This is an optimization exercise on Yosys and OpenROAD, whose aim is small area, not a production implementation.
For this run, only the layout was checked, not whether the RTL still works.
Power and IR drop assume default switching activity.

### design/flow/run.sh
#!/bin/bash
# synth_recipe.tcl (not shown) runs the flow's synth.tcl, then flattens the netlist and writes it again
# the make line also repeats each setting of config.mk as NAME=value (left out here)
make -C /OpenROAD-flow-scripts/flow DESIGN_CONFIG=/design/flow/config.mk WORK_HOME=/design/flow/orfs CLKGATE_MAP_FILE= SYNTH_SCRIPT=/design/flow/synth_recipe.tcl finish
### design/flow/config.mk
export PLATFORM = sky130hd
export DESIGN_NAME = gpp_param
export DESIGN_NICKNAME = gpp_param
export VERILOG_FILES = /design/flow/design.v
export SDC_FILE = /design/flow/constraint.sdc
export NUM_CORES = 4
export LEC_CHECK = 0
export CAP_MARGIN = 20
export CORE_AREA = 4 4 596 596
export DIE_AREA = 0 0 600 600
export SLEW_MARGIN = 20
### design/flow/constraint.sdc
create_clock -name core_clock -period 10.0 [get_ports {clk}]
set_input_delay 2.0000 -clock core_clock [delete_from_list [all_inputs] [get_ports {clk}]]
set_output_delay 2.0000 -clock core_clock [all_outputs]
set_load 0.01 [all_outputs]
### design/flow/design.v
package gpp_pkg;
   localparam int unsigned BEAT_W = 134;
   localparam int unsigned PAY_W  = 128;
   localparam int unsigned MD_W   = 256;
   localparam int unsigned CLS_W  = 384;
   localparam logic [1:0] TYPE_HEAD = 2'b01;
   localparam logic [1:0] TYPE_BODY = 2'b11;
   localparam logic [1:0] TYPE_TAIL = 2'b10;
   localparam logic [15:0] ETH_IPV4 = 16'h0800;
   localparam logic [15:0] ETH_IPV6 = 16'h86DD;
   localparam logic [15:0] ETH_ARP  = 16'h0806;
   localparam logic [15:0] ETH_VLAN = 16'h8100;
   localparam logic [7:0]  PROTO_TCP = 8'd6;
   localparam logic [7:0]  PROTO_UDP = 8'd17;
   localparam logic [7:0] PST_NONE     = 8'h00;
   localparam logic [7:0] PST_V4_TCP   = 8'h01;
   localparam logic [7:0] PST_V4       = 8'h02;
   localparam logic [7:0] PST_ARP      = 8'h03;
   localparam logic [7:0] PST_V4_UDP   = 8'h07;
   localparam logic [7:0] PST_V6_TCP   = 8'h81;
   localparam logic [7:0] PST_V6       = 8'h82;
   localparam logic [7:0] PST_V6_UDP   = 8'h83;
   localparam logic [7:0] PST_VLAN_BIT = 8'h40;
   typedef enum logic [1:0] {
      PS_IDLE    = 2'd0,
      PS_TRANS   = 2'd1,
      PS_DISCARD = 2'd2
   } parse_state_t;
   typedef enum logic [2:0] {
      CS_IDLE  = 3'd0,
      CS_WRITE = 3'd1,
      CS_READ  = 3'd2,
      CS_WAIT  = 3'd3,
      CS_ACK   = 3'd4
   } cfg_state_t;
   localparam logic [7:0] REG_STATUS = 8'h01;
   localparam logic [7:0] REG_IN_PKT = 8'h03;
   localparam logic [7:0] REG_MD     = 8'h05;
   localparam logic [7:0] REG_PHV    = 8'h07;
   localparam logic [7:0] REG_CACHE  = 8'h09;
   localparam logic [7:0] REG_DROP   = 8'h0B;
   localparam logic [7:0] REG_ERR    = 8'h0D;
   localparam logic [7:0] REG_BEATS  = 8'h0F;
   function automatic logic [7:0] pst_of(input logic [15:0] etype,
                                         input logic [7:0]  v4_proto,
                                         input logic [7:0]  v6_nh);
      logic [7:0] pst;
      pst = PST_NONE;
      if (etype == ETH_IPV6) begin
         if (v6_nh == PROTO_TCP)      pst = PST_V6_TCP;
         else if (v6_nh == PROTO_UDP) pst = PST_V6_UDP;
         else                         pst = PST_V6;
      end else if (etype == ETH_IPV4) begin
         if (v4_proto == PROTO_TCP)      pst = PST_V4_TCP;
         else if (v4_proto == PROTO_UDP) pst = PST_V4_UDP;
         else                            pst = PST_V4;
      end else if (etype == ETH_ARP) begin
         pst = PST_ARP;
      end
      pst_of = pst;
   endfunction
endpackage
import gpp_pkg::*;
module gpp_pst_cls (
   input  logic [CLS_W-1:0] i_hdr,
   output logic [7:0]       o_pst
);
   logic [15:0] w_etype;
   logic        w_unused;
   assign w_etype  = i_hdr[287:272];
   assign w_unused = ^i_hdr;
   assign o_pst = gpp_pkg::pst_of(w_etype, i_hdr[199:192], i_hdr[223:216]);
endmodule
import gpp_pkg::*;
module gpp_param #(
   parameter logic [7:0]  LMID      = 8'd1,
   parameter logic [7:0]  NMID      = 8'd2,
   parameter int unsigned PHV_BEATS = 8,
   parameter logic [7:0]  DROP_LO   = 8'd2,
   parameter logic [7:0]  DROP_HI   = 8'd4
) (
   input  logic                         clk,
   input  logic                         rst,
   input  logic                         pktin_data_wr,
   input  logic [BEAT_W-1:0]            pktin_data,
   input  logic                         pktin_valid_wr,
   input  logic                         pktin_data_valid,
   output logic                         pktin_ready,
   output logic [PAY_W*PHV_BEATS-1:0]   out_gpp_phv,
   output logic                         out_gpp_phv_wr,
   input  logic                         in_gpp_phv_alf,
   output logic [MD_W-1:0]              out_gpp_md,
   output logic                         out_gpp_md_wr,
   input  logic                         in_gpp_md_alf,
   output logic                         out_gpp_data_wr,
   output logic [BEAT_W-1:0]            out_gpp_data,
   output logic                         out_gpp_valid_wr,
   output logic                         out_gpp_valid,
   input  logic                         in_gpp_data_alf,
   input  logic                         cfg2gpp_cs_n,
   output logic                         gpp2cfg_ack_n,
   input  logic                         cfg2gpp_rw,
   input  logic [31:0]                  cfg2gpp_addr,
   input  logic [31:0]                  cfg2gpp_wdata,
   output logic [31:0]                  gpp2cfg_rdata
);
   localparam int unsigned PHV_W = PAY_W * PHV_BEATS;
   gpp_pkg::parse_state_t     r_state;
   gpp_pkg::cfg_state_t       r_cfg_state;
   logic [7:0]       r_step;
   logic [MD_W-1:0]  r_md;
   logic [PHV_W-1:0] r_phv;
   logic [31:0]      r_in_pkt_cnt, r_md_cnt, r_phv_cnt, r_cache_cnt, r_drop_cnt, r_err_cnt;
   logic             r_cs_s1, r_cs_s2;
   logic [1:0]       w_type;
   logic [PAY_W-1:0] w_pay;
   logic             w_drop;
   logic [MD_W-1:0]  w_md_nxt, w_md_out;
   logic [PHV_W-1:0] w_phv_nxt;
   logic [CLS_W-1:0] w_cls_in;
   logic [7:0]       w_pst;
   logic [31:0]      w_rd_mux;
   logic             w_unused;
   assign w_type      = pktin_data[133:132];
   assign w_pay       = pktin_data[PAY_W-1:0];
   assign w_drop      = (w_pay[87:80] >= DROP_LO) && (w_pay[87:80] <= DROP_HI);
   assign pktin_ready = ~(in_gpp_md_alf | in_gpp_phv_alf | in_gpp_data_alf);
   assign w_unused    = ^{cfg2gpp_wdata, cfg2gpp_addr[31:10], cfg2gpp_addr[1:0]};
   always_comb begin
      w_md_nxt  = r_md;
      w_phv_nxt = r_phv;
      if (r_step == 8'd1) w_md_nxt[MD_W-1:PAY_W] = w_pay;
      for (int unsigned k = 0; k < PHV_BEATS; k++) begin
         if (r_step == 8'(k + 2)) w_phv_nxt[PHV_W-1-PAY_W*k -: PAY_W] = w_pay;
      end
   end
   if (PHV_W >= CLS_W) begin : g_cls_full
      assign w_cls_in = w_phv_nxt[PHV_W-1 -: CLS_W];
   end else begin : g_cls_pad
      assign w_cls_in = {w_phv_nxt, {(CLS_W-PHV_W){1'b0}}};
   end
   gpp_pst_cls u_cls (
      .i_hdr (w_cls_in),
      .o_pst (w_pst)
   );
   always_comb begin
      w_md_out = w_md_nxt;
      if (w_md_nxt[87:80] == LMID) begin
         w_md_out[87:80] = NMID;
         w_md_out[79:72] = w_pst;
      end
   end
   always_ff @(posedge clk) begin
      if (rst) begin
         r_state          <= PS_IDLE;
         r_step           <= 8'd0;
         r_md             <= '0;
         r_phv            <= '0;
         r_in_pkt_cnt     <= 32'd0;
         r_md_cnt         <= 32'd0;
         r_phv_cnt        <= 32'd0;
         r_cache_cnt      <= 32'd0;
         r_drop_cnt       <= 32'd0;
         r_err_cnt        <= 32'd0;
         out_gpp_data     <= '0;
         out_gpp_data_wr  <= 1'b0;
         out_gpp_valid_wr <= 1'b0;
         out_gpp_valid    <= 1'b0;
         out_gpp_md       <= '0;
         out_gpp_md_wr    <= 1'b0;
         out_gpp_phv      <= '0;
         out_gpp_phv_wr   <= 1'b0;
      end else begin
         out_gpp_data_wr  <= 1'b0;
         out_gpp_valid_wr <= 1'b0;
         out_gpp_md_wr    <= 1'b0;
         out_gpp_phv_wr   <= 1'b0;
         if (pktin_valid_wr) r_in_pkt_cnt <= r_in_pkt_cnt + 32'd1;
         if (pktin_data_wr) begin
            if (r_state == PS_TRANS) begin
               if (w_type == TYPE_HEAD) begin
                  out_gpp_data     <= {TYPE_TAIL, pktin_data[BEAT_W-3:0]};
                  out_gpp_data_wr  <= 1'b1;
                  out_gpp_valid_wr <= 1'b1;
                  out_gpp_valid    <= 1'b0;
                  r_err_cnt        <= r_err_cnt + 32'd1;
                  r_cache_cnt      <= r_cache_cnt + 32'd1;
                  r_state          <= PS_DISCARD;
               end else begin
                  out_gpp_data    <= pktin_data;
                  out_gpp_data_wr <= 1'b1;
                  r_md            <= w_md_nxt;
                  r_phv           <= w_phv_nxt;
                  if (r_step != 8'hFF) r_step <= r_step + 8'd1;
                  if (w_type == TYPE_TAIL) begin
                     out_gpp_valid_wr <= 1'b1;
                     out_gpp_valid    <= pktin_data_valid;
                     r_cache_cnt      <= r_cache_cnt + 32'd1;
                     r_state          <= PS_IDLE;
                     if (pktin_data_valid) begin
                        out_gpp_md     <= w_md_out;
                        out_gpp_md_wr  <= 1'b1;
                        out_gpp_phv    <= w_phv_nxt;
                        out_gpp_phv_wr <= 1'b1;
                        r_md_cnt       <= r_md_cnt + 32'd1;
                        r_phv_cnt      <= r_phv_cnt + 32'd1;
                     end
                  end
               end
            end else if (w_type == TYPE_HEAD) begin
               if (w_drop) begin
                  r_drop_cnt <= r_drop_cnt + 32'd1;
                  r_state    <= PS_DISCARD;
               end else begin
                  out_gpp_data    <= pktin_data;
                  out_gpp_data_wr <= 1'b1;
                  r_md            <= {{(MD_W-PAY_W){1'b0}}, w_pay};
                  r_phv           <= '0;
                  r_step          <= 8'd1;
                  r_state         <= PS_TRANS;
               end
            end else if (r_state == PS_DISCARD && w_type == TYPE_TAIL) begin
               r_state <= PS_IDLE;
            end
         end
      end
   end
   always_comb begin
      w_rd_mux = 32'd0;
      case (cfg2gpp_addr[9:2])
         REG_STATUS: w_rd_mux = {r_state, 26'd0, pktin_ready, in_gpp_md_alf,
                                 in_gpp_phv_alf, in_gpp_data_alf};
         REG_IN_PKT: w_rd_mux = r_in_pkt_cnt;
         REG_MD:     w_rd_mux = r_md_cnt;
         REG_PHV:    w_rd_mux = r_phv_cnt;
         REG_CACHE:  w_rd_mux = r_cache_cnt;
         REG_DROP:   w_rd_mux = r_drop_cnt;
         REG_ERR:    w_rd_mux = r_err_cnt;
         REG_BEATS:  w_rd_mux = 32'(PHV_BEATS);
         default:    w_rd_mux = 32'd0;
      endcase
   end
   always_ff @(posedge clk) begin
      if (rst) begin
         r_cs_s1       <= 1'b1;
         r_cs_s2       <= 1'b1;
         r_cfg_state   <= CS_IDLE;
         gpp2cfg_ack_n <= 1'b1;
         gpp2cfg_rdata <= 32'd0;
      end else begin
         r_cs_s1 <= cfg2gpp_cs_n;
         r_cs_s2 <= r_cs_s1;
         case (r_cfg_state)
            CS_IDLE: if (!r_cs_s2) r_cfg_state <= cfg2gpp_rw ? CS_READ : CS_WRITE;
            CS_WRITE: begin
               gpp2cfg_ack_n <= 1'b0;
               r_cfg_state   <= CS_ACK;
            end
            CS_READ: begin
               gpp2cfg_rdata <= w_rd_mux;
               r_cfg_state   <= CS_WAIT;
            end
            CS_WAIT: begin
               gpp2cfg_ack_n <= 1'b0;
               r_cfg_state   <= CS_ACK;
            end
            CS_ACK: if (r_cs_s2) begin
               gpp2cfg_ack_n <= 1'b1;
               r_cfg_state   <= CS_IDLE;
            end
            default: r_cfg_state <= CS_IDLE;
         endcase
      end
   end
endmodule
==> out/qor.yml <==
rows: 217
via_count: 93071
ant_nets: 0
dieHeight_um: 600
fin_crit_ps: 6260
numCtsBuffers: 330
power_leakage_nw: 52.0
grt_pass1_vias: 85844
initial_utilization: 0.318
async_flop_share: 0
setup_ws_ps: 3740
cts_tree: "yes"
drv_cap: 0
place.gp.congestion: 0.855
netlist_top_cells_count: "dfxtp_1 (2938), nor2_1 (1473), a22o_1 (1161)"
vdd_ir_drop_max_mv: 0.139
critPathKind: "input port to primary output"
yosys.area.top_type: "dfxtp_1"
setup-violations-final: 0
placed_area_um2: 130000
yosys.cell_types.count: 87
cts_resized: 0
grt_overflow_total: 0
portBuffers: 1604
period_share: 0.626
power_density_nw_per_um2: 182
cp-start-kind: "input port"
dp_slack_ps: 3290
r2r-end: "r_phv[669]$_SDFFE_PP0P_"
post-route-util: 0.407
post-place-cells: 16533
design_area_um2: 142000
grt_start_max_net_pins: 243
clock_latency_ps: 920
yosys.area_share.adder: 0.00191
die_x_um: 600
cp.required_ps: 8000
totalPowerFinal_mw: 25.9
grt_pass1_wl_um: 662000
drt_iter0_markers: 8061
die_area_um2: 360000
antenna_found_initial: 39
post-cts-setup-buffers: 0
yosysMostFrequentCell: "dfxtp_1"
ys_seq_area_frac: 0.529
clock_sinks: 2938
drcViolationCount: 0
maxSlewViolCount: 0
clockBufferDepth: 4
ys.warnings.count: 2
worstPathMaxFanout: 2
cts.clk_slew.worst_paths_ps: 60
synth_mux_area_frac: 0.0917
endpoint: "pktin_ready"
syn-cell-area_um2: 111000
cp-end-kind: "primary output"
rsz0062_at_grt: "no"
synth.top_cell.area_share: 0.529
gr-usage-all-layers: 0.251
outcome: "no timing/DRC/antenna violations"
tns_ps: 0
r2r_cells: 7
area_growth_pct: 27.7
worstMarginPinSlew_ps: 1240
wl_um: 478000
dr.pass1.iters: 6
reg2reg_from: "r_step[3]$_SDFFE_PP0P_"
slew-limit-headroom: 0.174
avgSynthCellArea_um2: 9.80
startpoint: "in_gpp_md_alf"
n_fill_cell: 34253
holdCritPathClass: "flip-flop to flip-flop"
synth_edf_count: 0
synth-compound-area-share: 0.208
final_cells: 17160
fmax_mhz: 160
finClkSkew_ps: 51.0
hpwl_um: 309000
synth-simple-area-share: 0.111
r2r_slack_ps: 5130
timing.hold.ws_ps: 407
ctsHoldBuffers: 0
h-tree-depth: 5
synth_flop_cell: "dfxtp_1"
synth_cells: 11346
root_buffer: "clkbuf_16"
ys_ff_latch: 2938
boundaryPins: 1661
synth_xor_area_frac: 0.00977
synth.area.top_cells: "dfxtp_1 (53%), a22o_1 (9.1%), mux2i_1 (8.7%), a211oi_1 (6.4%), nor2_1 (5.0%)"
viasPerCell: 5.42
synth_fp_nets: 11571
synth_top_family_by_area: "compound AO/OA/AOI/OAI gates"
wl_per_cell_um: 27.9
hold_viol_final: 0
drive_gt1_frac: 0.0747
cp.arrival_ps: 4260
nets: 12491
core_um2: 349000
## power breakdown
part	leakage, nW	internal (mW)	total [mW]	switching (mW)
logic	22.6	0.256	1.11	0.850
registers	23.7	11.8	11.8	0.0316
clock network	5.70	7.73	13.0	5.25
total	52.0	19.7	25.9	6.13
## worst max-delay path: stages
cell and delay [ps]:
clkdlybuf4s50_1 440, nor3_1 990, clkdlybuf4s50_1 820
## kinds of logic after synthesis
| family | count (synthesis) |
|---|---|
| AO/OA/AOI/OAI | 2980 |
| AND/OR/NAND/NOR | 2961 |
| flip-flops | 2938 |
| buffers and inverters | 1318 |
| multiplexers | 1008 |
| XOR/XNOR | 124 |
| adder cells (fa/ha/maj) | 17 |
## layout make-up
type,instances,area (um2),share of cell area
Multi-Input combinational cell,7090,47300,0.333
Sequential cell,2938,58800,0.414
Antenna cell,27,67.6,0.000476
Clock inverter,121,1890,0.0133
Timing Repair Buffer,1861,18300,0.129
Tap cell,4599,5750,0.0405
Clock buffer,479,9720,0.0685
Inverter,45,169,0.00119
## flip-flops by register name, indices dropped and copies added (netlist names)
| name | flops |
|---|---|
| out_gpp_data_wr | 1 |
| out_gpp_md | 256 |
| gpp2cfg_ack_n | 1 |
| r_phv_cnt | 32 |
| r_cache_cnt | 32 |
| out_gpp_phv | 1024 |
| r_in_pkt_cnt | 32 |
| r_cs_s1 | 1 |
| r_state | 2 |
| r_cfg_state | 3 |
| r_err_cnt | 32 |
| out_gpp_valid_wr | 1 |
| r_drop_cnt | 32 |
| r_cs_s2 | 1 |
| gpp2cfg_rdata | 32 |
| r_md_cnt | 32 |
| out_gpp_md_wr | 1 |
| out_gpp_valid | 1 |
| r_md | 256 |
| r_phv | 1024 |
| r_step | 8 |
| out_gpp_data | 134 |
## how the worst min path moves through the flow
stage | start | slack, ps | cells after the start | to
after global placement | r_cs_s1$_SDFF_PP1_ | 400 | 1 | r_cs_s2$_SDFF_PP1_
after CTS | r_phv[910]$_SDFFE_PP0P_ | 410 | 2 | out_gpp_phv[910]$_SDFFE_PP0P_
after detailed placement | r_cs_s1$_SDFF_PP1_ | 400 | 1 | r_cs_s2$_SDFF_PP1_
after floorplan | r_cs_s1$_SDFF_PP1_ | 390 | 1 | r_cs_s2$_SDFF_PP1_
after global routing | r_cs_s1$_SDFF_PP1_ | 440 | 1 | r_cs_s2$_SDFF_PP1_
final | r_cs_s1$_SDFF_PP1_ | 410 | 1 | r_cs_s2$_SDFF_PP1_
## cells in the final DEF (no fill, tap or decap), types with 49 or more instances in the layout
cell type / instances
a211oi_1: 941
a21oi_1: 338
a22o_1: 1161
a22oi_1: 160
a311oi_1: 222
buf_4: 223
clkbuf_1: 62
clkbuf_16: 333
clkbuf_8: 84
clkdlybuf4s50_1: 1572
dfxtp_1: 2938
mux2i_1: 962
nand2_1: 1056
nand3_1: 65
nor2_1: 1464
nor4_1: 49
o21ai_0: 78
or3_1: 57
xnor2_1: 91
## routing by layer
metal,wire length [um],global-route usage,up-vias
li1,-,-,42793
met4,30400,0.140,18
met2,222000,0.407,3198
met3,36000,0.0609,796
met1,190000,0.305,46266
met5,126,0,-

separate check: timing with driven ports:
The flow's constraints put no driver on any port. The routed layout listed below was extracted and timed again, unchanged, in two steps.
Step 1 sets driving cells, clkbuf_16 on the clock port and buf_2 on the other inputs (assumed; they add their load-dependent delay and slew).
Step 2 also shifts input and output timing later by t, the mid clock arrival at the registers, as if the neighbouring blocks saw the same clock.
Slacks: ideal ports / drivers / drivers and shift; pairs: ideal ports / drivers.
shift t [ns]: 0.998
setup slack, ns: 3.741 / 3.656 / 3.332
worst hold slack (ns): 0.407 / 0.407 / 0.407
worst setup path after step 2: input to register
clock arrival spread, ns: 0.059 / 0.059
After both steps this run still meets setup and hold. For this run, drivers alone change the setup slack by -0.085 ns; drivers and shift together by -0.409 ns.
